Background: an optimization exercise with open tools, aiming at small area, a short achievable clock period and few clock cycles per item. Do not read the settings as production practice. Function was checked by simulation only, so behaviour that the tests miss may differ from the original. Power and IR drop assume default switching activity.

<file path="flow/flow/run.sh">
#!/bin/bash
# Own layout flow: the standard layout (standard.sh: unchanged synthesis,
# floorplan, placement, CTS and routing, constraint.sdc as given), with two
# changes to how the layout is made:
#  - the port buffers that buffer_ports inserts on every input and output
#    are plain buffers (buf_2) instead of the delay cell it picks by itself.
# The whole make output goes to standard_margin.log; ORFS also keeps each
# step's log under orfs/logs.
set -euo pipefail
MARGIN=5
sed -E "s/SETUP_SLACK_MARGIN=[0-9.]+/SETUP_SLACK_MARGIN=${MARGIN}/" standard.sh > standard_margin.sh
grep -q "SETUP_SLACK_MARGIN=${MARGIN}" standard_margin.sh
export BUFFER_PORTS_ARGS="-buffer_cell sky130_fd_sc_hd__buf_2"
bash standard_margin.sh > standard_margin.log 2>&1
test -f out/final.def
</file>
<file path="flow/standard.sh">
#!/bin/bash
# synth_recipe.tcl (not shown) runs the flow's synth.tcl, then flattens the netlist and writes it again
# the make line also repeats each setting of config.mk as NAME=value (left out here)
make -C /OpenROAD-flow-scripts/flow DESIGN_CONFIG=/design/flow/config.mk WORK_HOME=/design/flow/orfs CLKGATE_MAP_FILE= SYNTH_SCRIPT=/design/flow/synth_recipe.tcl "${@:-finish}"
</file>
<file path="flow/config.mk">
export PLATFORM = sky130hd
export DESIGN_NAME = ex_stage
export DESIGN_NICKNAME = ex_stage
export VERILOG_FILES = /design/flow/design.v
export SDC_FILE = /design/flow/constraint.sdc
export NUM_CORES = 4
export LEC_CHECK = 0
export CAP_MARGIN = 30
export CORE_MARGIN = 2
export CORE_UTILIZATION = 55
export SETUP_SLACK_MARGIN = 5
export SLEW_MARGIN = 20
</file>
<file path="flow/constraint.sdc">
create_clock -name core_clock -period 12.0 [get_ports {clk}]
set_input_delay 2.4000 -clock core_clock [delete_from_list [all_inputs] [get_ports {clk}]]
set_output_delay 2.4000 -clock core_clock [all_outputs]
set_load 0.01 [all_outputs]
</file>
<file path="flow/design.v">
package ex_pkg;
  localparam int XLEN     = 32;
  localparam logic [4:0] ALU_ADD    = 5'd0;
  localparam logic [4:0] ALU_SUB    = 5'd1;
  localparam logic [4:0] ALU_SLL    = 5'd2;
  localparam logic [4:0] ALU_SLT    = 5'd3;
  localparam logic [4:0] ALU_SLTU   = 5'd4;
  localparam logic [4:0] ALU_XOR    = 5'd5;
  localparam logic [4:0] ALU_SRL    = 5'd6;
  localparam logic [4:0] ALU_SRA    = 5'd7;
  localparam logic [4:0] ALU_OR     = 5'd8;
  localparam logic [4:0] ALU_AND    = 5'd9;
  localparam logic [4:0] ALU_PASSB  = 5'd10;
  localparam logic [4:0] ALU_MUL    = 5'd11;
  localparam logic [4:0] ALU_MULH   = 5'd12;
  localparam logic [4:0] ALU_MULHSU = 5'd13;
  localparam logic [4:0] ALU_MULHU  = 5'd14;
  localparam logic [4:0] ALU_DIV    = 5'd15;
  localparam logic [4:0] ALU_DIVU   = 5'd16;
  localparam logic [4:0] ALU_REM    = 5'd17;
  localparam logic [4:0] ALU_REMU   = 5'd18;
  function automatic logic is_div_op(input logic [4:0] op);
    is_div_op = (op >= ALU_DIV) && (op <= ALU_REMU);
  endfunction
  function automatic logic is_mul_op(input logic [4:0] op);
    is_mul_op = (op >= ALU_MUL) && (op <= ALU_MULHU);
  endfunction
  function automatic logic [5:0] clz32(input logic [31:0] x);
    logic [5:0] n;
    n = 6'd32;
    for (int i = 0; i < 32; i++) begin
      if (x[i]) n = 6'(31 - i);
    end
    clz32 = n;
  endfunction
endpackage
module div_unit #(
  parameter int XLEN = 32
) (
  input  logic            clk,
  input  logic            rst_n,
  input  logic            valid,
  input  logic [4:0]      op,
  input  logic [XLEN-1:0] a,
  input  logic [XLEN-1:0] b,
  output logic            busy,
  output logic [XLEN-1:0] result,
  output logic [XLEN-1:0] sh_in,
  output logic [4:0]      sh_amt,
  input  logic [XLEN-1:0] sh_out,
  output logic [XLEN:0]   add_x,
  output logic [XLEN:0]   add_y,
  output logic            add_cin,
  input  logic [XLEN:0]   add_sum,
  output logic            add_own
);
  logic        active_q, iter_q, fix_q;
  logic        mul_q, mulu_q, ext_q;   
  logic [4:0]  cnt_q;
  logic [34:0] s_q, c_q;    
  logic [31:0] q_q;         
  logic [7:0]  lo_s_q, lo_c_q;
  logic        lo_n_q;
  logic        is_mul, is_div, is_mulu;
  logic [2:0]  step;
  assign is_mul  = ex_pkg::is_mul_op(op);
  assign is_div  = ex_pkg::is_div_op(op);
  assign is_mulu = (op == ex_pkg::ALU_MUL);
  assign step    = active_q ? cnt_q[2:0] : 3'd0;
  logic        a_sx, b_sx, neg3;
  logic [32:0] m33;
  logic [8:0]  win;
  logic [42:0] row [6];
  logic [42:0] s1, c1, s2, c2, s3, c3, s4, c4;
  logic [9:0]  low;
  logic [1:0]  k;
  assign a_sx = (op != ex_pkg::ALU_MULHU);
  assign b_sx = (op == ex_pkg::ALU_MUL) || (op == ex_pkg::ALU_MULH);
  assign m33  = {b_sx & b[31], b};
  assign low = 10'(lo_s_q) + 10'(lo_c_q) + (10'(lo_n_q) << 6);
  assign k   = active_q ? low[9:8] : 2'd0;
  always_comb begin
    case (step[1:0])
      2'd0:    win = {a[7:0], 1'b0};
      2'd1:    win = a[15:7];
      2'd2:    win = a[23:15];
      default: win = a[31:23];
    endcase
  end
  always_comb begin
    logic [34:0] m;
    logic        neg, one, two;
    logic [3:0]  negs;
    if (active_q) begin
      row[0] = {8'b0, s_q};
      row[1] = {8'b0, c_q};
    end else begin
      row[0] = 43'(1) << 34;
      row[1] = '0;
    end
    for (int j = 0; j < 4; j++) begin
      neg = win[2*j+2];
      one = win[2*j+1] ^ win[2*j];
      two = (win[2*j+2] & ~win[2*j+1] & ~win[2*j]) | (~win[2*j+2] & win[2*j+1] & win[2*j]);
      m   = one ? {{2{m33[32]}}, m33} : (two ? {m33[32], m33, 1'b0} : 35'd0);
      if (neg) m = ~m;
      negs[j]  = neg;
      row[j+2] = 43'({~m[34], m[33:0]}) << (2*j);
    end
    row[2][35] = 1'b1;
    row[2][37] = 1'b1;
    row[2][39] = 1'b1;
    row[2][41] = 1'b1;
    row[3][0]  = negs[0];
    row[3][1]  = k[1];
    row[4][0]  = k[0];
    row[4][2]  = negs[1];
    row[5][4]  = negs[2];
    neg3       = negs[3];
  end
  function automatic logic [85:0] csa(input logic [42:0] p, input logic [42:0] q,
                                      input logic [42:0] r);
    logic [42:0] s, c;
    s = p ^ q ^ r;
    c = ((p & q) | (p & r) | (q & r)) << 1;
    csa = {s, c};
  endfunction
  assign {s1, c1} = csa(row[0], row[1], row[2]);
  assign {s2, c2} = csa(row[3], row[4], row[5]);
  assign {s3, c3} = csa(s1, c1, s2);
  assign {s4, c4} = csa(s3, c3, c2);
  logic        ext;
  logic [31:0] fsum, mul_res;
  logic        mul_fin, mul_cut;
  assign ext  = ~a_sx & a[31];
  assign fsum = add_sum[31:0];
  logic fin_q;
  always_comb begin
    case (step)
      3'd0:    mul_cut = (a[31:7]  == '0) || (a[31:7]  == '1);
      3'd1:    mul_cut = (a[31:15] == '0) || (a[31:15] == '1);
      3'd2:    mul_cut = (a[31:23] == '0) || (a[31:23] == '1);
      default: mul_cut = 1'b1;
    endcase
    if (!is_mulu) mul_cut = (step == 3'd3);
  end
  assign mul_fin = active_q & fin_q;
  always_comb begin
    case (step)
      3'd1:    mul_res = {fsum[23:0], low[7:0]};
      3'd2:    mul_res = {fsum[15:0], low[7:0], q_q[7:0]};
      3'd3:    mul_res = {fsum[7:0],  low[7:0], q_q[15:0]};
      default: mul_res = {low[7:0], q_q[23:0]};
    endcase
    if (!mulu_q) mul_res = fsum;
  end
  logic        d_signed, d_rem, a_neg, b_neg, div0, triv, ge, neg_res, last;
  logic [31:0] a_abs, b_abs, r_next, q_next, dsel, div_res;
  logic [5:0]  lz_a, lz_b;
  assign d_signed = (op == ex_pkg::ALU_DIV) || (op == ex_pkg::ALU_REM);
  assign d_rem    = (op == ex_pkg::ALU_REM) || (op == ex_pkg::ALU_REMU);
  assign a_neg    = d_signed & a[31];
  assign b_neg    = d_signed & b[31];
  assign a_abs    = (a ^ {32{a_neg}}) + 32'(a_neg);
  assign b_abs    = (b ^ {32{b_neg}}) + 32'(b_neg);
  assign lz_a     = ex_pkg::clz32(s_q[31:0]);
  assign lz_b     = ex_pkg::clz32(c_q[31:0]);
  assign div0     = (c_q[31:0] == '0);
  assign triv     = div0 | (lz_a > lz_b);
  assign sh_in  = c_q[31:0];
  assign sh_amt = 5'(lz_b - lz_a);
  logic [32:0] diff;
  assign diff    = {1'b0, s_q[31:0]} - {1'b0, c_q[31:0]};
  assign ge      = ~diff[32];
  assign r_next  = ge ? diff[31:0] : s_q[31:0];
  assign q_next  = {q_q[30:0], ge};
  logic neg_q;
  assign neg_res = d_rem ? a_neg : (a_neg ^ b_neg);
  assign dsel    = d_rem ? r_next : q_next;
  assign last    = iter_q & (cnt_q == 5'd0);
  assign div_res = fix_q ? add_sum[31:0] : (iter_q ? dsel : (d_rem ? a : {32{div0}}));
  logic [31:0] ap, aq, ar;
  logic        ay0;
  always_comb begin
    ap      = s_q[31:0];
    aq      = c_q[31:0];
    ar      = '0;
    ay0     = 1'b0;
    add_cin = 1'b1;
    if (mul_q) begin
      ar      = ext_q ? b : '0;
      ay0     = low[9] | low[8];
      add_cin = low[9];
    end else begin
      ap      = ~s_q[31:0];
      aq      = '0;
    end
  end
  assign add_x   = {1'b0, ap ^ aq ^ ar};
  assign add_y   = {(ap & aq) | (ap & ar) | (aq & ar), ay0};
  assign add_own = active_q;
  always_comb begin
    busy = 1'b0;
    if (is_mul) busy = ~mul_fin;
    else if (is_div) busy = ~(active_q & (fix_q | (last & ~neg_q) | (~iter_q & triv)));
  end
  assign result = mul_q ? mul_res : div_res;
  always_ff @(posedge clk or negedge rst_n) begin
    if (!rst_n) active_q <= 1'b0;
    else        active_q <= valid & busy;
  end
  always_ff @(posedge clk) begin
    if (!active_q) begin
      mul_q  <= is_mul;
      mulu_q <= is_mulu;
      ext_q  <= ext;
      neg_q  <= neg_res;
    end
    if (is_mul) begin
      iter_q <= 1'b0;
      fix_q  <= 1'b0;
      cnt_q  <= 5'(step) + 5'd1;
      fin_q  <= mul_cut;
      s_q    <= s4[42:8];
      c_q    <= c4[42:8];
      lo_s_q <= s4[7:0];
      lo_c_q <= c4[7:0];
      lo_n_q <= neg3;
      case (step[1:0])
        2'd1:    q_q[7:0]   <= low[7:0];
        2'd2:    q_q[15:8]  <= low[7:0];
        2'd3:    q_q[23:16] <= low[7:0];
        default: ;
      endcase
    end else if (!active_q) begin
      iter_q <= 1'b0;
      fix_q  <= 1'b0;
      s_q    <= {3'b0, a_abs};
      c_q    <= {3'b0, b_abs};
    end else if (!iter_q) begin
      iter_q <= 1'b1;
      cnt_q  <= sh_amt;
      q_q    <= '0;
      c_q    <= {3'b0, sh_out};
    end else begin
      fix_q <= last;
      cnt_q <= cnt_q - 5'd1;
      s_q   <= {3'b0, last ? dsel : r_next};
      q_q   <= q_next;
      c_q   <= {4'b0, c_q[31:1]};
    end
  end
endmodule
module ex_stage #(
  parameter int XLEN = 32
) (
  input  logic            clk,
  input  logic            rst_n,
  input  logic            id_valid,
  input  logic [XLEN-1:0] id_rs1_data,
  input  logic [XLEN-1:0] id_rs2_data,
  input  logic [XLEN-1:0] id_imm,
  input  logic            id_alu_src,
  input  logic [4:0]      id_alu_op,
  input  logic            id_mem_read,
  input  logic            id_mem_write,
  input  logic            id_reg_write,
  input  logic [4:0]      id_rd,
  input  logic            flush,
  output logic            ex_busy,
  output logic            exm_valid,
  output logic [XLEN-1:0] exm_alu_result,
  output logic [XLEN-1:0] exm_rs2_data,
  output logic            exm_mem_read,
  output logic            exm_mem_write,
  output logic            exm_reg_write,
  output logic [4:0]      exm_rd
);
  logic [XLEN-1:0] op_a, op_b, alu_res, md_res;
  logic [4:0]      op;
  logic            md_busy, accept, valid;
  logic            exm_valid_q, exm_mr_q, exm_mw_q, exm_rw_q;
  logic [XLEN-1:0] exm_res_q, exm_rs2_q;
  logic [4:0]      exm_rd_q;
  assign op    = id_alu_op;
  assign op_a  = id_rs1_data;
  assign op_b  = id_alu_src ? id_imm : id_rs2_data;
  assign valid = id_valid & ~flush;
  logic            sub;
  logic [XLEN+1:0] sum;
  logic            ltu, lts;
  assign sub = (op == ex_pkg::ALU_SUB) || (op == ex_pkg::ALU_SLT) || (op == ex_pkg::ALU_SLTU);
  logic            md_op, md_cin;
  logic [XLEN:0]   md_x, md_y;
  logic [XLEN:0]   ax, ay;
  logic            acin;
  assign ax   = md_op ? md_x : {1'b0, op_a};
  assign ay   = md_op ? md_y : {1'b0, op_b ^ {XLEN{sub}}};
  assign acin = md_op ? md_cin : sub;
  assign sum  = {ax, 1'b1} + {ay, acin};
  assign ltu = ~sum[XLEN+1];
  assign lts = (op_a[XLEN-1] ^ op_b[XLEN-1]) ? op_a[XLEN-1] : sum[XLEN];
  logic            sll, md_sh;
  logic [XLEN-1:0] sh_x, sh_y, md_sh_in, a_rev, md_rev;
  logic [4:0]      sh_amt, md_sh_amt;
  logic            fill;
  assign sll   = (op == ex_pkg::ALU_SLL);
  assign md_sh = ex_pkg::is_div_op(op);
  always_comb begin
    for (int i = 0; i < XLEN; i++) begin
      a_rev[i]  = op_a[XLEN-1-i];
      md_rev[i] = md_sh_in[XLEN-1-i];
    end
  end
  assign sh_x   = md_sh ? md_rev : (sll ? a_rev : op_a);
  assign sh_amt = md_sh ? md_sh_amt : op_b[4:0];
  assign fill   = (op == ex_pkg::ALU_SRA) & op_a[XLEN-1];
  assign sh_y   = XLEN'($signed({fill, sh_x}) >>> sh_amt);
  logic [XLEN-1:0] sh_rev;
  always_comb begin
    for (int i = 0; i < XLEN; i++) sh_rev[i] = sh_y[XLEN-1-i];
  end
  div_unit #(.XLEN(XLEN)) u_md (
    .clk    (clk),
    .rst_n  (rst_n),
    .valid  (valid),
    .op     (op),
    .a      (op_a),
    .b      (op_b),
    .busy   (md_busy),
    .result (md_res),
    .sh_in  (md_sh_in),
    .sh_amt (md_sh_amt),
    .sh_out (sh_rev),
    .add_x  (md_x),
    .add_y  (md_y),
    .add_cin(md_cin),
    .add_sum(sum[XLEN+1:1]),
    .add_own(md_op)
  );
  always_comb begin
    alu_res = '0;
    case (op)
      ex_pkg::ALU_ADD,
      ex_pkg::ALU_SUB:    alu_res = sum[XLEN:1];
      ex_pkg::ALU_SLL:    alu_res = sh_rev;
      ex_pkg::ALU_SLT:    alu_res = XLEN'(lts);
      ex_pkg::ALU_SLTU:   alu_res = XLEN'(ltu);
      ex_pkg::ALU_XOR:    alu_res = op_a ^ op_b;
      ex_pkg::ALU_SRL,
      ex_pkg::ALU_SRA:    alu_res = sh_y;
      ex_pkg::ALU_OR:     alu_res = op_a | op_b;
      ex_pkg::ALU_AND:    alu_res = op_a & op_b;
      ex_pkg::ALU_PASSB:  alu_res = op_b;
      ex_pkg::ALU_MUL,
      ex_pkg::ALU_MULH,
      ex_pkg::ALU_MULHSU,
      ex_pkg::ALU_MULHU,
      ex_pkg::ALU_DIV,
      ex_pkg::ALU_DIVU,
      ex_pkg::ALU_REM,
      ex_pkg::ALU_REMU:   alu_res = md_res;
      default:            alu_res = '0;
    endcase
  end
  assign accept = valid & ~md_busy;
  always_ff @(posedge clk or negedge rst_n) begin
    if (!rst_n) begin
      exm_valid_q <= 1'b0;
      exm_mr_q    <= 1'b0;
      exm_mw_q    <= 1'b0;
      exm_rw_q    <= 1'b0;
    end else begin
      exm_valid_q <= accept;
      exm_mr_q    <= accept & id_mem_read;
      exm_mw_q    <= accept & id_mem_write;
      exm_rw_q    <= accept & id_reg_write;
    end
  end
  always_ff @(posedge clk) begin
    exm_rd_q  <= id_rd;
    exm_res_q <= alu_res;
    exm_rs2_q <= id_rs2_data;
  end
  assign ex_busy        = md_busy;
  assign exm_valid      = exm_valid_q;
  assign exm_alu_result = exm_res_q;
  assign exm_rs2_data   = exm_rs2_q;
  assign exm_mem_read   = exm_mr_q;
  assign exm_mem_write  = exm_mw_q;
  assign exm_reg_write  = exm_rw_q;
  assign exm_rd         = exm_rd_q;
endmodule
</file>
==> results of run 1 <==
## placed cells by master, fill, tap and decap left out, types with 27 or more instances in the layout
master,Yosys,routed
ha_1,167,150
a22o_1,27,27
nor2_1,413,406
dfxtp_1,104,100
nor3_1,93,84
o21ai_0,504,484
buf_4,0,163
a31oi_1,67,67
edfxtp_1,90,90
buf_2,19,191
a21o_1,55,51
o22ai_1,38,38
a221oi_1,96,92
nand2b_1,30,27
inv_1,306,304
mux4_2,46,46
nand3_1,66,66
o211ai_1,61,61
a211oi_1,51,46
xnor2_1,195,193
a221o_1,28,28
nand4_1,35,35
and2_1,54,55
o221ai_1,99,98
mux2i_1,78,69
a21oi_1,379,370
a22oi_1,27,27
mux2_2,37,32
nand2_1,459,456
fa_1,169,169
## worst reg2reg max path, delay by kind of cell, from the launching register on
family / cells / cell delay [ns]
AOI/OAI and AO/OA: 9 / 2.89
and+or+nand+nor: 8 / 1.51
buffers and inverters: 4 / 0.76
muxes: 2 / 0.72
adders and majority gates: 1 / 0.54
DFF: 1 / 0.49
## metrics by stage
| stage | instance area (µm²) | util (%) |
|---|---|---|
| 2_1_floorplan | 33700 | - |
| 5_1_grt | 36700 | 60.8 |
| 3_5_place_dp | 35200 | 58.3 |
| 6_report | 36700 | 60.8 |
| 4_1_cts | 36100 | 59.8 |
| 3_3_place_gp | 35100 | 58.1 |
## cell type report
class	count	area [µm²]	area share, %
timing repair buffer	378	2490	6.78
clock inverter	14	175	0.477
multi-input combinational	3627	26400	72.0
inverter	322	1240	3.38
sequential	199	4920	13.4
tap	782	978	2.66
antenna	9	22.5	0.0613
clock buffer	18	450	1.23
## kinds of logic (layout without fill, tap and decap cells)
kind of cell / count (synthesis) / in the layout
AO/OA/AOI/OAI: 1621 / 1621
XOR/XNOR: 220 / 220
adder cells (fa/ha/maj): 336 / 336
buffers and inverters: 748 / 732
flip-flops: 199 / 199
multiplexers: 164 / 165
other: 0 / 9
AND/OR/NAND/NOR: 1285 / 1285
## final timing paths
path                                 end  slack, ns  depth (start not counted)
max                          u_md.s_q[0]       4.91                         15
min                         u_md.q_q[30]       0.62                          1
max reg2reg                exm_res_q[15]       4.94                         24
min reg2reg                 u_md.q_q[30]       0.62                          1
max in group asynchronous  u_md.active_q      10.21                          1
min in group asynchronous       exm_mr_q       1.65                          1
## routing by layer
layer  track usage (%)  vias to the layer above  routed length (µm)
li1                  -                    16500                   -
met3              31.6                     1336               36500
met2              78.5                     4560               71800
met5              4.09                        -                 415
met1              70.8                    19300               64200
met4              40.8                       30               20000
## cells in the mapped netlist, drive strengths merged (65+ instances only)
cell type | number | area (µm²)
a21oi | 380 | 1910
a221oi | 97 | 856
a31oi | 67 | 419
buf | 65 | 275
clkbuf | 361 | 1360
dfxtp | 104 | 2080
edfxtp | 90 | 2700
fa | 169 | 3380
ha | 167 | 2090
inv | 314 | 1180
mux2i | 80 | 817
nand2 | 459 | 1720
nand3 | 66 | 330
nor2 | 414 | 1560
nor3 | 93 | 465
o21ai | 509 | 2550
o221ai | 99 | 867
xnor2 | 196 | 1720
## where the power goes
group | switching, mW | total (mW) | internal, mW | leakage, nW
sequential | 0.185 | 1.02 | 0.836 | 1.83
clock | 0.364 | 0.676 | 0.312 | 0.308
combinational | 2.92 | 4.40 | 1.47 | 12.7
## flip-flops by register name, indices dropped and copies added, names as in the netlist, 5 cells and up
signal / cells
exm_rd_q: 5
exm_res_q: 32
exm_rs2_q: 32
u_md.c_q: 33
u_md.cnt_q: 5
u_md.lo_c_q: 6
u_md.lo_s_q: 8
u_md.q_q: 31
u_md.s_q: 34
## what timing repair did
item                                    in CTS  in global routing
hold endpoints to repair                     0                  0
gates resized for setup                     47                 97
endpoints found under the setup margin      64                 72
cloned                                       0                  3
pin swaps                                    5                 22
buffers inserted                            10                 25
==> results_dict.tcl, run 1 <==
set metrics [dict create \
    required_ns 12.24 \
    critPathLaunch "id_rs1_data[20]" \
    crit_path_start_kind "input port" \
    routabilityCongestion 1.14 \
    synth-adder-area-share_pct 16.3 \
    synth_top_family_by_area "compound AO/OA/AOI/OAI gates" \
    rsz0062_at_grt "yes" \
    synthSimpleGateAreaFrac_pct 17.1 \
    grt_pass1_vias 37000 \
    peakVddDrop_mv 0.121 \
    path_buf_inv 3 \
    min_from "u_md.q_q[29]" \
    worst_path_max_delay_cell "a222oi_1" \
    syn_inst 4573 \
    status "no timing/DRC/antenna violations" \
    layout-area-overhead-vs-synth_pct 9.25 \
    vias_per_cell 7.79 \
    max-slew-margin-rel_pct 21.3 \
    finalPower_mw 6.09 \
    track_usage_pct 58.6 \
    cts.clk_slew.worst_paths_ns 0.09 \
    cts_hold_buf 0 \
    pre_cts_ws_ns 3.68 \
    final.setup.tns_ns 0 \
    clock-sinks 199 \
    synth_compound_area_share_pct 31.0 \
    overflow 0 \
    drive_gt1_share_pct 14.1 \
    grt_pass1_wl_mm 267 \
    final_cells 5349 \
    cp_slowest_stage_delay_ns 0.86 \
    crit_family "compound AO/OA/AOI/OAI gates" \
    drcViolationCount 0 \
    avgSynthCellArea_um2 7.35 \
    yosys.area_share.xor_xnor_pct 5.75 \
    yosysWarnings 3 \
    antenna_found_initial 20 \
    drt_iter0_drc 8496 \
    cts-root-buf "clkbuf_16" \
    drtPass1Iterations 13 \
    hold_violations 0 \
    vias 41700 \
    start_util_pct 55.7 \
    critPathArrivalTime_ns 7.32 \
    die_x_um 251 \
    die_area_um2 63100 \
    clock_latency_ns 0.55 \
    timing.critical_path.to_type "flip-flop" \
    tritoncts "yes" \
    p_leak_nw 14.8 \
    skew_ns 0.0229 \
    synth.area.mux_share_pct 6.80 \
    cap_viol_max_count 0 \
    synth_edf_count 90 \
    holdWs_ns 0.622 \
    n_fill_cell 5568 \
    layout.nets 4995 \
    wirelength_mm 193 \
    fin_crit_ns 7.09 \
    coreArea_um2 60400 \
    worst_pin_slew_ns 1.17 \
    regToRegStartpoint "u_md.s_q[0]" \
    io_pins 188 \
    std_cell_rows 90 \
    die_h_um 251 \
    syn-num-nets 5023 \
    grt_max_degree 94 \
    worstPathCellList "buf_2 -> a222oi_1 -> nor2b_1 -> a21o_1 -> nor2_1 -> buf_6 -> nor2_1 -> o21ai_0 -> o221ai_1 -> fa_1 -> fa_1 -> inv_1 -> fa_1 -> nor2_1 -> a31oi_1" \
    setup_viol 0 \
    drv_slew 0 \
    dpl.cell_count 5263 \
    min_path_type "flip-flop to flip-flop" \
    synth_ff_type "dfxtp_1" \
    synth_seq_area_share_pct 14.6 \
    synthArstFlopShare_pct 2.51 \
    path_max_fanout 22 \
    htree_levels 4 \
    clockBufferDepth 2 \
    synth-seq-cells 199 \
    fin_crit_sh_pct 59.0 \
    fin_ws_ns 4.91 \
    synth_area_um2 33600 \
    wl_per_cell_um 36.1 \
    path_class "input port to flip-flop" \
    dpl.hpwl_mm 143 \
    p_per_area_nw_per_um2 166 \
    cts_buffers 17 \
    ant_nets 0 \
    portBuffers 187 \
    timing.fmax_ghz 0.141 \
    synthDistinctLibCells 102 \
]
Testbench counts, summed over its fixed seeds: cycles 37,365, items 24,000.
==> inputs of run 2 (changes only) <==
--- a/flow/design.v
+++ b/flow/design.v
@@ -79,14 +79,15 @@
   assign m33  = {b_sx & b[31], b};
   assign low = 10'(lo_s_q) + 10'(lo_c_q) + (10'(lo_n_q) << 6);
   assign k   = active_q ? low[9:8] : 2'd0;
+  logic [8:0] win_q, win_next;
   always_comb begin
     case (step[1:0])
-      2'd0:    win = {a[7:0], 1'b0};
-      2'd1:    win = a[15:7];
-      2'd2:    win = a[23:15];
-      default: win = a[31:23];
+      2'd0:    win_next = a[15:7];
+      2'd1:    win_next = a[23:15];
+      default: win_next = a[31:23];
     endcase
   end
+  assign win = active_q ? win_q : {a[7:0], 1'b0};
   always_comb begin
     logic [34:0] m;
     logic        neg, one, two;
@@ -221,6 +222,7 @@
       fix_q  <= 1'b0;
       cnt_q  <= 5'(step) + 5'd1;
       fin_q  <= mul_cut;
+      win_q  <= win_next;
       s_q    <= s4[42:8];
       c_q    <= c4[42:8];
       lo_s_q <= s4[7:0];
@@ -289,7 +291,7 @@
   logic            sub;
   logic [XLEN+1:0] sum;
   logic            ltu, lts;
-  assign sub = (op == ex_pkg::ALU_SUB) || (op == ex_pkg::ALU_SLT) || (op == ex_pkg::ALU_SLTU);
+  assign sub = op[0] | op[2];
   logic            md_op, md_cin;
   logic [XLEN:0]   md_x, md_y;
   logic [XLEN:0]   ax, ay;
--- a/flow/config.mk
+++ b/flow/config.mk
@@ -5,8 +5,9 @@
 export SDC_FILE = /design/flow/constraint.sdc
 export NUM_CORES = 4
 export LEC_CHECK = 0
+export ABC_AREA = 1
 export CAP_MARGIN = 30
 export CORE_MARGIN = 2
-export CORE_UTILIZATION = 55
+export CORE_UTILIZATION = 50
 export SETUP_SLACK_MARGIN = 5
 export SLEW_MARGIN = 20
==> run 2 against run 1 <==
Effect of this change: still clean; clock skew grew 0.0042 ns; critical path depth up 16; synthesized area decreased by 5.1%; critical endpoint is now ex_busy; largest power group unchanged.
==> results_dict.tcl, run 2 <==
set metrics [dict create \
    finalPower_mw 5.43 \
    vias_per_cell 6.61 \
    drtPass1Iterations 12 \
    timing.critical_path.to_type "output pin" \
    synth_area_um2 31900 \
    synth_edf_count 99 \
    dpl.hpwl_mm 140 \
    grtUsageMet2_pct 73.4 \
    grt_max_degree 69 \
    die_x_um 257 \
    drive_gt1_share_pct 11.3 \
    routabilityCongestion 1.17 \
    worst_pin_slew_ns 1.26 \
    combPwrFrac_pct 62.1 \
    grt_pass1_vias 35200 \
    grt_busiest_layer "met2" \
    syn-num-nets 5351 \
    cp_slowest_stage_delay_ns 0.37 \
    syn_inst 4901 \
    synth.top_cell.area_share_pct 13.1 \
    hold_violations 0 \
    start_util_pct 50.6 \
    synthDistinctLibCells 67 \
    layout_commonest_cell "nand2_1" \
    antenna_found_initial 21 \
    path_buf_inv 7 \
    skew_ns 0.0270 \
    intPower_mw 2.49 \
    crit_path_start_kind "flip-flop" \
    overflow 0 \
    cap_viol_max_count 0 \
    max-slew-margin-rel_pct 15.8 \
    clock_latency_ns 0.64 \
    largest_registers "u_md.s_q: 34 flops, u_md.c_q: 33 flops" \
    pwr-share-seq_pct 19.4 \
    grt_pass1_wl_mm 255 \
    final_cell_mix "nand2_1, inv_1, o21ai_0" \
    registers.top_by_ff_count "u_md.s_q" \
    rsz0062_at_grt "yes" \
    min_path_type "flip-flop to flip-flop" \
    grtUsageMet3_pct 24.4 \
    largest_register_ffs 34 \
    yosysWarnings 3 \
    avgSynthCellArea_um2 6.51 \
    power.switching_mw 2.94 \
    clockBufferDepth 3 \
    gr-usage-met1_pct 66.5 \
    wirelength_mm 182 \
    portBuffers 187 \
    track_usage_pct 53.5 \
    synth_seq_area_share_pct 16.2 \
    htree_levels 1 \
    final.setup.tns_ns 0 \
    path_class "flip-flop to output pin" \
    ant_nets 0 \
    layout-area-overhead-vs-synth_pct 11.5 \
    cts-root-buf "clkbuf_16" \
    worst_path_max_delay_cell "dfxtp_4" \
    required_ns 9.60 \
    min_delay_path_depth 2 \
    fin_util_pct 56.4 \
    vias 38900 \
    p_clk_share_pct 18.5 \
    critical_path_depth 31 \
    coreArea_um2 63100 \
    fin_ws_ns 4.81 \
    die_h_um 257 \
    timing.fmax_ghz 0.139 \
    fin_crit_sh_pct 59.9 \
    clock-sinks 208 \
    pre_cts_ws_ns 3.33 \
    setup_viol 0 \
    tritoncts "yes" \
    synth-seq-cells 208 \
    wl_per_cell_um 30.9 \
    status "no timing/DRC/antenna violations" \
    drcViolationCount 0 \
    cpMostUsedCell "nand3_1" \
    drv_slew 0 \
    peakVddDrop_mv 0.148 \
    p_per_area_nw_per_um2 153 \
    ys_top_cells_by_area "nand2_1, fa_1, o21ai_0, edfxtp_1, inv_1" \
    die_area_um2 65900 \
    crit_family "simple AND/OR/NAND/NOR gates" \
    critPathArrivalTime_ns 4.79 \
    cts.clk_slew.worst_paths_ns 0.06 \
    p_leak_nw 17.0 \
    synthArstFlopShare_pct 2.40 \
    synth.most_common_cell "nand2_1" \
    synth_commonest_cells "nand2_1, inv_1, o21ai_0, nor2_1, a21oi_1" \
    synth.largest_area_cell "nand2_1" \
    synth_ff_type "dfxtp_1" \
    cts_hold_buf 0 \
    fin_crit_ns 7.19 \
    cts_buffers 29 \
    io_pins 188 \
    switching_share_pct 54.2 \
    layout.nets 5454 \
    std_cell_rows 92 \
    drt_iter0_drc 6689 \
    worstRegToRegCells 22 \
    path_max_fanout 3 \
    n_fill_cell 6295 \
]
[run 2: cell count changes after synthesis, moves of 84 or more]
| cell | previous run | this run |
|---|---|---|
| xnor2_1 | 195 | 59 |
| xor2_1 | 24 | 258 |
| nand3_1 | 66 | 203 |
| nand2_1 | 459 | 1116 |
| o21ai_0 | 504 | 614 |
| inv_1 | 306 | 646 |
| a21oi_1 | 379 | 295 |
| clkbuf_1 | 361 | 208 |
[run 2: tightest hold or removal path: stages, from the launching register on]
cell	delay, ns
edfxtp_1	0.34
nand2_1	0.05
inv_1	0.04
[run 2: final timing paths]
kind	slack (ns)	from	end
setup / recovery	4.81	u_md.c_q[2]	ex_busy
hold / removal	0.54	u_md.q_q[26]	u_md.q_q[27]
setup reg to reg	5.06	u_md.active_q	u_md.s_q[27]
hold reg to reg	0.54	u_md.q_q[26]	u_md.q_q[27]
max in group asynchronous	10.28	rst_n	u_md.active_q
min in group asynchronous	1.58	rst_n	exm_rw_q
[run 2: per-stage QoR]
step                      cells  hold slack [ns]  cell area, µm²
final                      5889            0.537           35600
after global routing       5873            0.601           35500
after CTS                  5851            0.540           35100
after detailed placement   5777            0.526           33700
after global placement     5768            0.508           33700
after floorplan            4901            0.499           31900
[run 2: cells by family (layout without fill, tap and decap cells)]
logic type,after synthesis,count (layout),share of synthesized area [%]
compound gates,1257,1257,22.5
xor+xnor,324,324,9.06
fa+ha+maj,336,336,17.2
buf+inv,956,1082,11.4
flops,208,208,16.2
mux,4,4,0.125
other cells,0,16,0
simple gates,1816,1816,23.5
[run 2: final cells by class]
cell class	count	area [µm²]	area share, %
antenna	16	40.0	0.113
clock buffer	30	739	2.08
clock inverter	24	322	0.904
inverter	695	2670	7.52
multi-input combinational	3737	23400	65.9
sequential	208	5200	14.6
tap	846	1060	2.98
timing repair buffer	333	2090	5.88
[run 2: per-layer routing]
layer / up-vias / wire length (µm)
li1: 16300 / -
met1: 18000 / 64600
met2: 3568 / 69700
met3: 946 / 31100
met4: 20 / 16500
met5: - / 206
[run 2: timing repair]
item,4_1_cts,5_1_grt
resized for setup,56,66
setup buffers,20,14
endpoints found under the setup margin,61,73
pin swaps,9,17
[run 2: power by group through the flow]
stage | clock, mW | sequential [mW] | combinational [mW]
2_1_floorplan | 0 | 0.952 | 1.97
3_3_place_gp | 0 | 1.05 | 3.01
3_5_place_dp | 0 | 1.05 | 3.05
4_1_cts | 1.00 | 1.02 | 3.14
5_1_grt | 1.02 | 1.04 | 3.60
6_report | 1.00 | 1.05 | 3.37
Testbench counts of run 2, summed over its fixed seeds: cycles 37,365, items 24,000.
==> inputs of run 3 (changes only) <==
--- a/flow/design.v
+++ b/flow/design.v
@@ -149,21 +149,20 @@
   always_comb begin
     case (step)
       3'd1:    mul_res = {fsum[23:0], low[7:0]};
-      3'd2:    mul_res = {fsum[15:0], low[7:0], q_q[7:0]};
-      3'd3:    mul_res = {fsum[7:0],  low[7:0], q_q[15:0]};
+      3'd2:    mul_res = {fsum[15:0], low[7:0], q_q[23:16]};
+      3'd3:    mul_res = {fsum[7:0],  low[7:0], q_q[23:8]};
       default: mul_res = {low[7:0], q_q[23:0]};
     endcase
     if (!mulu_q) mul_res = fsum;
   end
   logic        d_signed, d_rem, a_neg, b_neg, div0, triv, ge, neg_res, last;
-  logic [31:0] a_abs, b_abs, r_next, q_next, dsel, div_res;
+  logic [31:0] a_abs, r_next, q_next, dsel, div_res;
   logic [5:0]  lz_a, lz_b;
   assign d_signed = (op == ex_pkg::ALU_DIV) || (op == ex_pkg::ALU_REM);
   assign d_rem    = (op == ex_pkg::ALU_REM) || (op == ex_pkg::ALU_REMU);
   assign a_neg    = d_signed & a[31];
   assign b_neg    = d_signed & b[31];
   assign a_abs    = (a ^ {32{a_neg}}) + 32'(a_neg);
-  assign b_abs    = (b ^ {32{b_neg}}) + 32'(b_neg);
   assign lz_a     = ex_pkg::clz32(s_q[31:0]);
   assign lz_b     = ex_pkg::clz32(c_q[31:0]);
   assign div0     = (c_q[31:0] == '0);
@@ -188,7 +187,11 @@
     ar      = '0;
     ay0     = 1'b0;
     add_cin = 1'b1;
-    if (mul_q) begin
+    if (!active_q) begin
+      ap      = b ^ {32{b_neg}};
+      aq      = '0;
+      add_cin = b_neg;
+    end else if (mul_q) begin
       ar      = ext_q ? b : '0;
       ay0     = low[9] | low[8];
       add_cin = low[9];
@@ -199,7 +202,7 @@
   end
   assign add_x   = {1'b0, ap ^ aq ^ ar};
   assign add_y   = {(ap & aq) | (ap & ar) | (aq & ar), ay0};
-  assign add_own = active_q;
+  assign add_own = active_q | is_div;
   always_comb begin
     busy = 1'b0;
     if (is_mul) busy = ~mul_fin;
@@ -211,45 +214,43 @@
     else        active_q <= valid & busy;
   end
   always_ff @(posedge clk) begin
-    if (!active_q) begin
-      mul_q  <= is_mul;
-      mulu_q <= is_mulu;
-      ext_q  <= ext;
-      neg_q  <= neg_res;
-    end
+    mul_q  <= is_mul;
+    mulu_q <= is_mulu;
+    ext_q  <= ext;
+    neg_q  <= neg_res;
+    fin_q  <= mul_cut;
+    win_q  <= win_next;
+    lo_s_q <= s4[7:0];
+    lo_c_q <= c4[7:0];
+    lo_n_q <= neg3;
     if (is_mul) begin
       iter_q <= 1'b0;
       fix_q  <= 1'b0;
       cnt_q  <= 5'(step) + 5'd1;
-      fin_q  <= mul_cut;
-      win_q  <= win_next;
       s_q    <= s4[42:8];
       c_q    <= c4[42:8];
-      lo_s_q <= s4[7:0];
-      lo_c_q <= c4[7:0];
-      lo_n_q <= neg3;
-      case (step[1:0])
-        2'd1:    q_q[7:0]   <= low[7:0];
-        2'd2:    q_q[15:8]  <= low[7:0];
-        2'd3:    q_q[23:16] <= low[7:0];
-        default: ;
-      endcase
+      q_q    <= {8'b0, low[7:0], q_q[23:8]};
     end else if (!active_q) begin
       iter_q <= 1'b0;
       fix_q  <= 1'b0;
+      cnt_q  <= sh_amt;
       s_q    <= {3'b0, a_abs};
-      c_q    <= {3'b0, b_abs};
+      c_q    <= {3'b0, add_sum[31:0]};
+      q_q    <= '0;
     end else if (!iter_q) begin
       iter_q <= 1'b1;
+      fix_q  <= 1'b0;
       cnt_q  <= sh_amt;
-      q_q    <= '0;
+      s_q    <= {3'b0, a_abs};
       c_q    <= {3'b0, sh_out};
+      q_q    <= '0;
     end else begin
-      fix_q <= last;
-      cnt_q <= cnt_q - 5'd1;
-      s_q   <= {3'b0, last ? dsel : r_next};
-      q_q   <= q_next;
-      c_q   <= {4'b0, c_q[31:1]};
+      iter_q <= 1'b1;
+      fix_q  <= last;
+      cnt_q  <= cnt_q - 5'd1;
+      s_q    <= {3'b0, last ? dsel : r_next};
+      c_q    <= {4'b0, c_q[31:1]};
+      q_q    <= q_next;
     end
   end
 endmodule
==> run 3 against run 2 <==
Effect of this change: clock skew fell by 0.0089 ns; non-clock buffer count down 34; combinational power increased by 62%; largest cell class unchanged; final cell count fell by 1.4%; clock power decreased by 5%; critical path depth is 15 lower; sequential cell count shrank 1; highest routed layer unchanged; clock-buffer cell count is 3 higher; setup slack got worse by 0.14 ns; global-route usage up 6.8 points; power increased by 41%; routed wire length rose by 7.5%.
==> results_dict.tcl, run 3 <==
set metrics [dict create \
    status "no timing/DRC/antenna violations" \
    die_x_um 251 \
    syn-num-nets 5367 \
    final_cells 5807 \
    cts.clk_slew.worst_paths_ns 0.07 \
    min_from "u_md.q_q[27]" \
    combPwrFrac_pct 71.2 \
    n_fill_cell 6172 \
    regToRegStartpoint "u_md.active_q" \
    final_design_area_no_fill_um2 33700 \
    cap_viol_max_count 0 \
    critPathArrivalTime_ns 4.93 \
    path_class "flip-flop to output pin" \
    routabilityCongestion 1.20 \
    r2r_end "u_md.c_q[16]" \
    synth-seq-cells 207 \
    clock-sinks 207 \
    switching_share_pct 61.8 \
    drtPass1Iterations 13 \
    synth_area_um2 30600 \
    portBuffers 187 \
    final.setup.tns_ns 0 \
    hold_violations 0 \
    clockBufferDepth 3 \
    synth_edf_count 0 \
    r2r_slack_ns 5.39 \
    die_area_um2 63200 \
    pwr-share-seq_pct 16.3 \
    crit_path_start_kind "flip-flop" \
    final_cell_mix "nand2_1, inv_1, o21ai_0" \
    p_leak_nw 15.9 \
    intPower_mw 2.92 \
    wl_per_cell_um 33.7 \
    ant_nets 0 \
    layout.nets 5425 \
    track_usage_pct 60.3 \
    die_h_um 251 \
    worst_pin_slew_ns 1.18 \
    drt_iter0_drc 7764 \
    overflow 0 \
    largest_register_ffs 34 \
    timing.critical_path.to_type "output pin" \
    drv_slew 0 \
    htree_levels 1 \
    grt_pass1_vias 36200 \
    syn_inst 4917 \
    tritoncts "yes" \
    fin_util_pct 55.7 \
    synth.largest_area_cell "nand2_1" \
    power.switching_mw 4.73 \
    synth.most_common_cell "nand2_1" \
    avgSynthCellArea_um2 6.22 \
    fin_crit_ns 7.33 \
    grt_pass1_wl_mm 270 \
    start_util_pct 50.6 \
    registers.top_by_ff_count "u_md.s_q" \
    synth_seq_area_share_pct 13.6 \
    dpl.cell_count 5698 \
    synthArstFlopShare_pct 2.42 \
    grt_max_degree 75 \
    required_ns 9.60 \
    drcViolationCount 0 \
    path_max_fanout 7 \
    rsz0062_at_grt "yes" \
    yosysWarnings 3 \
    skew_ns 0.0181 \
    p_per_area_nw_per_um2 227 \
    synthDistinctLibCells 66 \
    setup_viol 0 \
    vias_per_cell 6.92 \
    synth_ff_type "dfxtp_1" \
    worstRegToRegCells 18 \
    min_delay_path_depth 2 \
    dpl.hpwl_mm 149 \
    ys_top_cells_by_area "nand2_1, dfxtp_1, fa_1, o21ai_0, inv_1" \
    wirelength_mm 196 \
    synth_commonest_cells "nand2_1, inv_1, o21ai_0, nor2_1, a21oi_1" \
    std_cell_rows 90 \
    fin_crit_sh_pct 61.1 \
    synth.top_cell.area_share_pct 13.9 \
    layout-area-overhead-vs-synth_pct 10.1 \
    cts_buffers 28 \
    peakVddDrop_mv 0.219 \
    clock_latency_ns 0.63 \
    min_path_type "flip-flop to flip-flop" \
    p_clk_share_pct 12.5 \
    coreArea_um2 60500 \
    drive_gt1_share_pct 9.49 \
    post_dp_cell_area_um2 32100 \
    cts-root-buf "clkbuf_16" \
    vias 40200 \
    antenna_found_initial 26 \
    layout_commonest_cell "nand2_1" \
    io_pins 188 \
    min_to "u_md.q_q[28]" \
    timing.fmax_ghz 0.136 \
    max-slew-margin-rel_pct 20.4 \
    largest_registers "u_md.s_q: 34 flops, u_md.c_q: 33 flops" \
]
==> run 3: worst max path at each step <==
stage	from	end	slack [ns]	depth (start not counted)
after floorplan	id_alu_op[4]	exm_res_q[25]	5.46	31
after global placement	id_alu_src	exm_res_q[25]	3.57	29
after detailed placement	id_alu_src	exm_res_q[25]	3.98	29
after CTS	u_md.s_q[31]	ex_busy	4.93	16
after global routing	u_md.c_q[2]	ex_busy	4.78	40
final	u_md.s_q[31]	ex_busy	4.67	16
==> run 3: metrics by stage <==
step / hold WS [ns] / total power, mW / setup WS, ns
finish: 0.438 / 7.65 / 4.67
global route: 0.450 / 7.78 / 4.78
CTS: 0.435 / 6.98 / 4.93
detailed placement: 0.421 / 6.02 / 3.98
global placement: 0.414 / 5.98 / 3.57
floorplan: 0.405 / 3.84 / 5.46
==> run 3: critical path, cell delays in order (launching register included) <==
cell,delay [ns]
dfxtp_1,0.55
nor4_1,0.78
inv_1,0.13
nor2_1,0.15
nand2_1,0.08
nor4_1,0.78
ha_1,0.39
nand2_1,0.09
nor2_1,0.05
o21ai_1,0.07
o211ai_1,0.12
a21oi_2,0.31
o221ai_4,0.23
a21oi_4,0.33
nor2_4,0.08
inv_2,0.07
buf_6,0.10
==> run 3: layout make-up <==
type                            count  area (µm²)  share of cell area, %
Antenna cell                       28        70.1                  0.208
Clock buffer                       33         761                   2.26
Clock inverter                     19         225                  0.668
Inverter                          679        2610                   7.75
Multi-Input combinational cell   3760       23000                   68.3
Sequential cell                   207        4190                   12.4
Tap cell                          782         978                   2.90
Timing Repair Buffer              299        1850                   5.49
==> run 3: power groups by stage <==
stage | combinational [mW] | clock (mW) | sequential, mW
3_5_place_dp | 4.84 | 0 | 1.18
3_3_place_gp | 4.81 | 0 | 1.18
4_1_cts | 4.89 | 0.933 | 1.17
5_1_grt | 5.61 | 0.965 | 1.20
6_report | 5.45 | 0.954 | 1.24
2_1_floorplan | 2.87 | 0 | 0.977
==> run 3: logic make-up (layout without fill, tap and decap cells) <==
| logic type | Yosys count | count (layout) | share of synthesized area, % |
|---|---|---|---|
| flops | 207 | 207 | 13.6 |
| simple gates | 1792 | 1794 | 23.6 |
| fa+ha+maj | 336 | 336 | 17.9 |
| xor+xnor | 232 | 232 | 6.71 |
| other cells | 0 | 28 | 0 |
| compound gates | 1390 | 1390 | 25.9 |
| mux | 8 | 8 | 0.262 |
| buf+inv | 952 | 1030 | 12.0 |
==> run 3: repair_timing <==
| action | in CTS | in global routing |
|---|---|---|
| cloned | 2 | 0 |
| hold buffers | 0 | 0 |
| pin swaps | 3 | 5 |
| setup buffers | 1 | 22 |
| setup endpoints to repair | 61 | 82 |
| resized for setup | 20 | 63 |
==> run 3: layer usage <==
layer	global-route usage [%]	routed length (µm)	up-vias	share of wire, %
met5	3.47	495	-	0.25
met4	52.4	23400	26	12
met3	35.7	35200	1343	18
met2	79.7	71900	4049	37
met1	67.5	64800	18400	33
li1	-	-	16400	-
Testbench counts of run 3, summed over its fixed seeds: cycles 37,365, items 24,000.
==> inputs of run 4 (changes only) <==
--- a/flow/design.v
+++ b/flow/design.v
@@ -54,8 +54,8 @@
   input  logic [XLEN:0]   add_sum,
   output logic            add_own
 );
-  logic        active_q, iter_q, fix_q;
-  logic        mul_q, mulu_q, ext_q;   
+  logic        mact_q, dact_q, own_q, iter_q, fix_q;
+  logic        mul_q, mulu_q;   
   logic [4:0]  cnt_q;
   logic [34:0] s_q, c_q;    
   logic [31:0] q_q;         
@@ -66,7 +66,7 @@
   assign is_mul  = ex_pkg::is_mul_op(op);
   assign is_div  = ex_pkg::is_div_op(op);
   assign is_mulu = (op == ex_pkg::ALU_MUL);
-  assign step    = active_q ? cnt_q[2:0] : 3'd0;
+  assign step    = mact_q ? cnt_q[2:0] : 3'd0;
   logic        a_sx, b_sx, neg3;
   logic [32:0] m33;
   logic [8:0]  win;
@@ -78,21 +78,22 @@
   assign b_sx = (op == ex_pkg::ALU_MUL) || (op == ex_pkg::ALU_MULH);
   assign m33  = {b_sx & b[31], b};
   assign low = 10'(lo_s_q) + 10'(lo_c_q) + (10'(lo_n_q) << 6);
-  assign k   = active_q ? low[9:8] : 2'd0;
+  assign k   = mact_q ? low[9:8] : 2'd0;
   logic [8:0] win_q, win_next;
   always_comb begin
     case (step[1:0])
       2'd0:    win_next = a[15:7];
       2'd1:    win_next = a[23:15];
-      default: win_next = a[31:23];
+      2'd2:    win_next = a[31:23];
+      default: win_next = {8'b0, a[31]};   
     endcase
   end
-  assign win = active_q ? win_q : {a[7:0], 1'b0};
+  assign win = mact_q ? win_q : {a[7:0], 1'b0};
   always_comb begin
     logic [34:0] m;
     logic        neg, one, two;
     logic [3:0]  negs;
-    if (active_q) begin
+    if (mact_q) begin
       row[0] = {8'b0, s_q};
       row[1] = {8'b0, c_q};
     end else begin
@@ -143,9 +144,9 @@
       3'd2:    mul_cut = (a[31:23] == '0) || (a[31:23] == '1);
       default: mul_cut = 1'b1;
     endcase
-    if (!is_mulu) mul_cut = (step == 3'd3);
+    if (!is_mulu) mul_cut = ((step == 3'd3) & ~ext) | (step == 3'd4);
   end
-  assign mul_fin = active_q & fin_q;
+  assign mul_fin = mact_q & fin_q;
   always_comb begin
     case (step)
       3'd1:    mul_res = {fsum[23:0], low[7:0]};
@@ -153,7 +154,7 @@
       3'd3:    mul_res = {fsum[7:0],  low[7:0], q_q[23:8]};
       default: mul_res = {low[7:0], q_q[23:0]};
     endcase
-    if (!mulu_q) mul_res = fsum;
+    if (!mulu_q) mul_res = (step == 3'd5) ? {fsum[23:0], low[7:0]} : fsum;
   end
   logic        d_signed, d_rem, a_neg, b_neg, div0, triv, ge, neg_res, last;
   logic [31:0] a_abs, r_next, q_next, dsel, div_res;
@@ -166,7 +167,12 @@
   assign lz_a     = ex_pkg::clz32(s_q[31:0]);
   assign lz_b     = ex_pkg::clz32(c_q[31:0]);
   assign div0     = (c_q[31:0] == '0);
-  assign triv     = div0 | (lz_a > lz_b);
+  logic [31:0] bmask;
+  always_comb begin
+    bmask = c_q[31:0];
+    for (int sh = 1; sh < 32; sh = sh * 2) bmask = bmask | (bmask >> sh);
+  end
+  assign triv     = div0 | ((s_q[31:0] & ~(bmask >> 1)) == '0);
   assign sh_in  = c_q[31:0];
   assign sh_amt = 5'(lz_b - lz_a);
   logic [32:0] diff;
@@ -179,20 +185,18 @@
   assign dsel    = d_rem ? r_next : q_next;
   assign last    = iter_q & (cnt_q == 5'd0);
   assign div_res = fix_q ? add_sum[31:0] : (iter_q ? dsel : (d_rem ? a : {32{div0}}));
-  logic [31:0] ap, aq, ar;
+  logic [31:0] ap, aq;
   logic        ay0;
   always_comb begin
     ap      = s_q[31:0];
     aq      = c_q[31:0];
-    ar      = '0;
     ay0     = 1'b0;
     add_cin = 1'b1;
-    if (!active_q) begin
+    if (!own_q) begin
       ap      = b ^ {32{b_neg}};
       aq      = '0;
       add_cin = b_neg;
     end else if (mul_q) begin
-      ar      = ext_q ? b : '0;
       ay0     = low[9] | low[8];
       add_cin = low[9];
     end else begin
@@ -200,23 +204,29 @@
       aq      = '0;
     end
   end
-  assign add_x   = {1'b0, ap ^ aq ^ ar};
-  assign add_y   = {(ap & aq) | (ap & ar) | (aq & ar), ay0};
-  assign add_own = active_q | is_div;
+  assign add_x   = {1'b0, ap ^ aq};
+  assign add_y   = {ap & aq, ay0};
+  assign add_own = own_q | is_div;
   always_comb begin
     busy = 1'b0;
     if (is_mul) busy = ~mul_fin;
-    else if (is_div) busy = ~(active_q & (fix_q | (last & ~neg_q) | (~iter_q & triv)));
+    else if (is_div) busy = ~(dact_q & (fix_q | (last & ~neg_q) | (~iter_q & triv)));
   end
   assign result = mul_q ? mul_res : div_res;
   always_ff @(posedge clk or negedge rst_n) begin
-    if (!rst_n) active_q <= 1'b0;
-    else        active_q <= valid & busy;
+    if (!rst_n) begin
+      mact_q <= 1'b0;
+      dact_q <= 1'b0;
+      own_q  <= 1'b0;
+    end else begin
+      mact_q <= valid & busy & is_mul;
+      dact_q <= valid & busy & is_div;
+      own_q  <= valid & busy & (is_div | mul_cut);
+    end
   end
   always_ff @(posedge clk) begin
     mul_q  <= is_mul;
     mulu_q <= is_mulu;
-    ext_q  <= ext;
     neg_q  <= neg_res;
     fin_q  <= mul_cut;
     win_q  <= win_next;
@@ -230,7 +240,7 @@
       s_q    <= s4[42:8];
       c_q    <= c4[42:8];
       q_q    <= {8'b0, low[7:0], q_q[23:8]};
-    end else if (!active_q) begin
+    end else if (!dact_q) begin
       iter_q <= 1'b0;
       fix_q  <= 1'b0;
       cnt_q  <= sh_amt;
==> run 4 against run 3 <==
Effect of this change: still clean; synthesized cell count decreased by 0.47%; first-iteration DRC count down 2.3%; hold slack got worse by 0.0049 ns; design area grew 1.1%; via count fell by 2.7%; clock-buffer cell count increased by 4; critical path depth grew 9; setup slack better by 0.42 ns; critical path type is now input port to flip-flop; highest routed layer unchanged.
==> results_dict.tcl, run 4 <==
set metrics [dict create \
    final_cells 5788 \
    synth-seq-cells 208 \
    min_delay_path_depth 2 \
    cts.clk_slew.worst_paths_ns 0.06 \
    layout.nets 5412 \
    syn_inst 4894 \
    skew_ns 0.0189 \
    portBuffers 187 \
    setup_viol 0 \
    cts-root-buf "clkbuf_16" \
    clock-sinks 208 \
    synth_seq_area_share_pct 13.6 \
    fin_crit_sh_pct 57.6 \
    die_area_um2 63900 \
    layout-area-overhead-vs-synth_pct 10.1 \
    holdWs_ns 0.433 \
    rsz0062_at_grt "yes" \
    min_path_type "flip-flop to flip-flop" \
    p_leak_nw 16.5 \
    p_per_area_nw_per_um2 179 \
    drcViolationCount 0 \
    worst_pin_slew_ns 1.37 \
    fin_crit_ns 6.91 \
    critPathArrivalTime_ns 7.44 \
    synth.most_common_cell "nand2_1" \
    grt_pass1_wl_mm 267 \
    synth_edf_count 0 \
    cap_viol_max_count 0 \
    final_cell_mix "nand2_1, inv_1, o21ai_0" \
    track_usage_pct 60.0 \
    timing.fmax_ghz 0.145 \
    io_pins 188 \
    tritoncts "yes" \
    drive_gt1_share_pct 10.7 \
    overflow 0 \
    drt_iter0_drc 7587 \
    routabilityCongestion 1.19 \
    max-slew-margin-rel_pct 8.55 \
    drtPass1Iterations 10 \
    grt_max_degree 65 \
    synthDistinctLibCells 69 \
    drv_slew 0 \
    cts_buffers 29 \
    layout_commonest_cell "nand2_1" \
    final.setup.tns_ns 0 \
    hold_violations 0 \
    ant_nets 0 \
    die_x_um 253 \
    wl_per_cell_um 34.0 \
    crit_path_start_kind "input port" \
    pre_cts_ws_ns 3.73 \
    dpl.hpwl_mm 150 \
    vias 39100 \
    vias_per_cell 6.76 \
    path_max_fanout 64 \
    synth_area_um2 30900 \
    synthArstFlopShare_pct 3.37 \
    required_ns 12.53 \
    clockBufferDepth 3 \
    htree_levels 1 \
    cts_hold_buf 0 \
    coreArea_um2 61500 \
    largest_registers "u_md.c_q: 33 flops, u_md.s_q: 33 flops" \
    timing.critical_path.to_type "flip-flop" \
    yosysWarnings 3 \
    avgSynthCellArea_um2 6.32 \
    clock_latency_ns 0.67 \
    dpl.cell_count 5712 \
    die_h_um 253 \
    start_util_pct 50.3 \
    std_cell_rows 91 \
    fin_ws_ns 5.09 \
    antenna_found_initial 23 \
    grt_pass1_vias 34500 \
    syn-num-nets 5339 \
    synth_commonest_cells "nand2_1, inv_1, o21ai_0, a21oi_1, nor2_1" \
    path_class "input port to flip-flop" \
    status "no timing/DRC/antenna violations" \
    synth_ff_type "dfxtp_1" \
    worstRegToRegCells 47 \
    wirelength_mm 197 \
    synth.largest_area_cell "dfxtp_1" \
    peakVddDrop_mv 0.121 \
    synth.top_cell.area_share_pct 13.0 \
    ys_top_cells_by_area "dfxtp_1, nand2_1, o21ai_0, fa_1, inv_1" \
]
run 4: path summary, 6_finish.rpt:
path                            slack [ns]    startpoint            end
worst max-delay path                  5.09    id_alu_src   exm_res_q[0]
worst min-delay path                  0.43  u_md.q_q[26]   u_md.q_q[27]
min in group asynchronous             1.62         rst_n    u_md.dact_q
worst max register to register        5.11   u_md.c_q[3]  exm_res_q[22]
max in group asynchronous            10.14         rst_n    u_md.mact_q
worst min register to register        0.43  u_md.q_q[26]   u_md.q_q[27]
run 4: cells by family after synthesis:
| logic type | Yosys count | share of synthesized area, % |
|---|---|---|
| AOI/OAI and AO/OA | 1405 | 25.8 |
| adders and majority gates | 331 | 16.7 |
| muxes | 35 | 1.26 |
| xor gates and xnor gates | 294 | 8.64 |
| and+or+nand+nor | 1627 | 21.6 |
| DFF | 208 | 13.6 |
| buffers and inverters | 994 | 12.4 |
run 4: repair_timing:
action,4_1_cts,5_1_grt
setup buffers,0,9
pin swaps,0,3
endpoints found under the hold margin,0,0
resized for setup,11,57
gates cloned,0,1
endpoints found under the setup margin,68,83
run 4: through the flow:
step	util (%)	power, mW	area (µm²)
after floorplan	-	3.09	30900
after global placement	53.2	4.68	32700
after detailed placement	53.2	4.70	32700
after CTS	54.8	5.66	33700
after global routing	55.3	6.23	34000
final	55.4	6.11	34100
run 4: critical path: stages:
cell and delay, ns:
buf_2 0.10, buf_12 0.25, nand2_1 0.08, o21ai_1 0.09
buf_4 0.32, nor2_2 0.11, bufinv_16 0.32, a21oi_1 0.09
o21ai_0 0.10, o21ai_0 0.28, ha_1 0.40, nand2_1 0.06
o21ai_0 0.16, ha_1 0.43, a21oi_1 0.19, inv_1 0.07
a21oi_1 0.35, nor4_1 0.12, a2111oi_2 0.33, nand2_1 0.12
xor2_1 0.23, inv_1 0.24, o211ai_1 0.23, o2111a_1 0.24
o211ai_1 0.09
run 4: layer usage:
| layer | global-route usage [%] | wire (µm) |
|---|---|---|
| met1 | 70.3 | 66700 |
| met2 | 76.2 | 69500 |
| met3 | 32.7 | 36000 |
| met4 | 55.7 | 24300 |
| met5 | 1.78 | 287 |
run 4: cell type report:
cell class | count | area (µm²)
Sequential cell | 208 | 4200
Clock inverter | 11 | 179
Tap cell | 790 | 988
Timing Repair Buffer | 316 | 1920
Antenna cell | 14 | 35.0
Multi-Input combinational cell | 3692 | 23200
Clock buffer | 37 | 796
Fill cell | 6288 | 27400
Inverter | 719 | 2740
Timing Repair inverter | 1 | 7.51
run 4: power breakdown:
group	leakage [nW]	internal [mW]	switching, mW
registers	1.77	0.822	0.303
clock network	0.473	0.549	0.422
logic	14.2	1.11	2.90
Testbench counts of run 4, summed over its fixed seeds: cycles 37,495, items 24,000.
==> inputs of run 5 (changes only) <==
--- a/flow/flow/run.sh
+++ b/flow/flow/run.sh
@@ -7,7 +7,7 @@
 # The whole make output goes to standard_margin.log; ORFS also keeps each
 # step's log under orfs/logs.
 set -euo pipefail
-MARGIN=5
+MARGIN=5.5
 sed -E "s/SETUP_SLACK_MARGIN=[0-9.]+/SETUP_SLACK_MARGIN=${MARGIN}/" standard.sh > standard_margin.sh
 grep -q "SETUP_SLACK_MARGIN=${MARGIN}" standard_margin.sh
 export BUFFER_PORTS_ARGS="-buffer_cell sky130_fd_sc_hd__buf_2"
==> run 5 against run 4 <==
Effect of this change: still clean; final cell count grew 0.79%; clock-buffer cell count is the same; first-iteration DRC count grew 6.0%; sequential share of layout area shrank 0.34 points; power grew 2.1%; clock power is essentially flat; die area is the same; register-to-register slack gained 0.53 ns; largest cell class unchanged.
==> results_dict.tcl, run 5 <==
set metrics [dict create \
    timing.critical_path.to_type "flip-flop" \
    wl_per_cell_um 34.0 \
    antenna_found_initial 23 \
    min_path_type "flip-flop to flip-flop" \
    cts.clk_slew.worst_paths_ns 0.07 \
    synth.top_cell.area_share_pct 13.0 \
    post_dp_cell_area_um2 32700 \
    die_area_um2 63900 \
    largest_registers "u_md.c_q: 33 flops, u_md.s_q: 33 flops" \
    synth_edf_count 0 \
    crit_path_start_kind "input port" \
    cts_buffers 29 \
    die_h_um 253 \
    clock-sinks 208 \
    std_cell_rows 91 \
    cpMostUsedCell "nand2_1" \
    vias_per_cell 6.80 \
    synth-seq-cells 208 \
    drv_slew 0 \
    fin_ws_ns 5.29 \
    critPathArrivalTime_ns 7.32 \
    drive_gt1_share_pct 13.7 \
    cts-root-buf "clkbuf_16" \
    dpl.hpwl_mm 150 \
    drtPass1Iterations 13 \
    io_pins 188 \
    synth.most_common_cell "nand2_1" \
    final_design_area_no_fill_um2 35000 \
    grt_pass1_vias 34700 \
    yosysWarnings 3 \
    drcViolationCount 0 \
    grt_max_degree 65 \
    syn-num-nets 5339 \
    final.setup.tns_ns 0 \
    clock_latency_ns 0.67 \
    timing.fmax_ghz 0.149 \
    synth_area_um2 30900 \
    overflow 0 \
    synthArstFlopShare_pct 3.37 \
    avgSynthCellArea_um2 6.32 \
    status "no timing/DRC/antenna violations" \
    path_max_fanout 59 \
    syn_inst 4894 \
    coreArea_um2 61500 \
    fin_util_pct 57.0 \
    crit_family "simple AND/OR/NAND/NOR gates" \
    drt_iter0_drc 8039 \
    layout_commonest_cell "nand2_1" \
    track_usage_pct 60.1 \
    fin_crit_sh_pct 55.9 \
    worstPathCellList "buf_2 -> inv_1 -> nand2_2 -> nor2_4 -> nand2_4 -> nand2_8 -> nor2_2 -> buf_8 -> inv_1 -> buf_12 -> nand2_1 -> o21ai_1 -> ha_4 -> a21oi_1 -> nand2_1 -> nand2_1 -> nand2_1 -> nand2_1 -> nand2_1 -> nand2_1 -> nand2_1 -> o2111ai_1 -> o21ai_0 -> inv_1" \
    layout-area-overhead-vs-synth_pct 13.2 \
    required_ns 12.61 \
    rsz0062_at_grt "yes" \
    fin_crit_ns 6.71 \
    r2r_slack_ns 5.64 \
    pre_cts_ws_ns 3.73 \
    synth.largest_area_cell "dfxtp_1" \
    worst_path_max_delay_cell "o2111ai_1" \
    final_cell_mix "nand2_1, inv_1, o21ai_0" \
    routabilityCongestion 1.19 \
    layout.nets 5455 \
    path_buf_inv 6 \
    htree_levels 1 \
    cp_slowest_stage_delay_ns 0.79 \
    vias 39700 \
    clockBufferDepth 3 \
    hold_violations 0 \
    wirelength_mm 198 \
    tritoncts "yes" \
    ys_top_cells_by_area "dfxtp_1, nand2_1, o21ai_0, fa_1, inv_1" \
    synthDistinctLibCells 69 \
    synth_ff_type "dfxtp_1" \
    finalPower_mw 6.23 \
    die_x_um 253 \
    p_per_area_nw_per_um2 178 \
    ant_nets 0 \
    skew_ns 0.0220 \
    peakVddDrop_mv 0.120 \
    p_leak_nw 16.8 \
    cap_viol_max_count 0 \
    synth_seq_area_share_pct 13.6 \
    path_class "input port to flip-flop" \
    setup_viol 0 \
    worst_pin_slew_ns 1.17 \
    start_util_pct 50.3 \
    grt_pass1_wl_mm 268 \
    max-slew-margin-rel_pct 20.9 \
    portBuffers 187 \
    synth_commonest_cells "nand2_1, inv_1, o21ai_0, a21oi_1, nor2_1" \
]
[run 5: per-stage QoR]
stage                     hold WS (ns)  std cells
final                            0.432       5834
after global routing             0.443       5818
after CTS                        0.432       5768
after detailed placement         0.424       5712
after global placement           0.415       5711
after floorplan                  0.405       4894
[run 5: cell families (layout without fill, tap and decap cells)]
logic type / after synthesis / count (layout) / share of synthesized area, %
adder cells (fa/ha/maj): 331 / 331 / 16.7
AO/OA/AOI/OAI: 1405 / 1405 / 25.8
buffers and inverters: 994 / 1127 / 12.4
XOR/XNOR: 294 / 294 / 8.64
other: 0 / 17 / 0
flip-flops: 208 / 208 / 13.6
multiplexers: 35 / 35 / 1.26
AND/OR/NAND/NOR: 1627 / 1627 / 21.6
[run 5: power breakdown]
part | internal [mW] | switching, mW | total, mW
combinational | 1.18 | 2.95 | 4.14
sequential | 0.822 | 0.305 | 1.13
clock | 0.549 | 0.420 | 0.969
[run 5: path summary, 6_finish.rpt]
path                                     end  cells past startpoint          from
min in group asynchronous        u_md.dact_q                      1         rst_n
worst max register to register   u_md.c_q[6]                     46   u_md.c_q[0]
worst min-delay path            u_md.q_q[26]                      2  u_md.q_q[25]
worst max-delay path            u_md.c_q[18]                     24  id_alu_op[4]
worst min register to register  u_md.q_q[26]                      2  u_md.q_q[25]
max in group asynchronous        u_md.mact_q                      1         rst_n
[run 5: area by class of cell]
type | count | area (µm²)
Timing Repair Buffer | 357 | 2320
Sequential cell | 208 | 4200
Clock inverter | 11 | 179
Multi-Input combinational cell | 3692 | 23700
Timing Repair inverter | 3 | 25.0
Fill cell | 6209 | 26500
Clock buffer | 37 | 796
Inverter | 719 | 2770
Tap cell | 790 | 988
Antenna cell | 17 | 42.5
[run 5: routing by layer]
| layer | up-vias | global-route usage [%] | part of all wire [%] |
|---|---|---|---|
| met2 | 3936 | 76.7 | 36 |
| met4 | 16 | 54.5 | 12 |
| li1 | 16400 | - | - |
| met5 | - | 3.94 | 0.15 |
| met3 | 1199 | 33.2 | 18 |
| met1 | 18100 | 70.0 | 34 |
[run 5: repair_timing]
| action | 4_1_cts | 5_1_grt |
|---|---|---|
| endpoints found under the hold margin | 0 | 0 |
| setup endpoints to repair | 99 | 88 |
| gates resized for setup | 59 | 180 |
| hold buffers | 0 | 0 |
| gates cloned | 2 | 2 |
| buffers inserted | 6 | 42 |
| pin swaps | 6 | 28 |
[run 5: tightest hold or removal path, stage by stage, from the launching register on]
cell	delay (ns)
dfxtp_1	0.31
inv_1	0.05
nor2_1	0.04

## afterwards: timing with drivers on the ports
The results above use ideal ports. As a check the final layouts listed here were re-extracted and re-timed, cells and wires unchanged.
Step 1 sets driving cells, clkbuf_16 on the clock port and buf_2 on the other inputs (assumed; they add their load-dependent delay and slew).
Step 2 times the ports against the registers' clock, not the clock port: input delays grow and output delays shrink by t, the midpoint of the rising clock arrivals with the driver on.
Slacks: ideal / step 1 / step 2; pairs: ideal / step 1.
run | t (ns) | setup slack, ns | hold slack, ns | worst register clock-pin slew, ns
run 1 | 0.609 | 4.915 / 4.860 / 4.357 | 0.622 / 0.622 / 0.622 | 0.09 / 0.09
run 2 | 0.698 | 4.809 / 4.741 / 4.276 | 0.537 / 0.537 / 0.537 | 0.08 / 0.08
run 3 | 0.689 | 4.672 / 4.603 / 4.254 | 0.438 / 0.438 / 0.438 | 0.08 / 0.08
run 4 | 0.724 | 5.090 / 5.106 / 4.395 | 0.433 / 0.433 / 0.433 | 0.07 / 0.07
run 5 | 0.722 | 5.292 / 5.314 / 4.591 | 0.432 / 0.432 / 0.432 | 0.07 / 0.07
After both steps setup and hold are still met in every run listed. The setup slack of run 5, which loses most, moves by +0.022 ns with the drivers and by -0.701 ns with both steps.
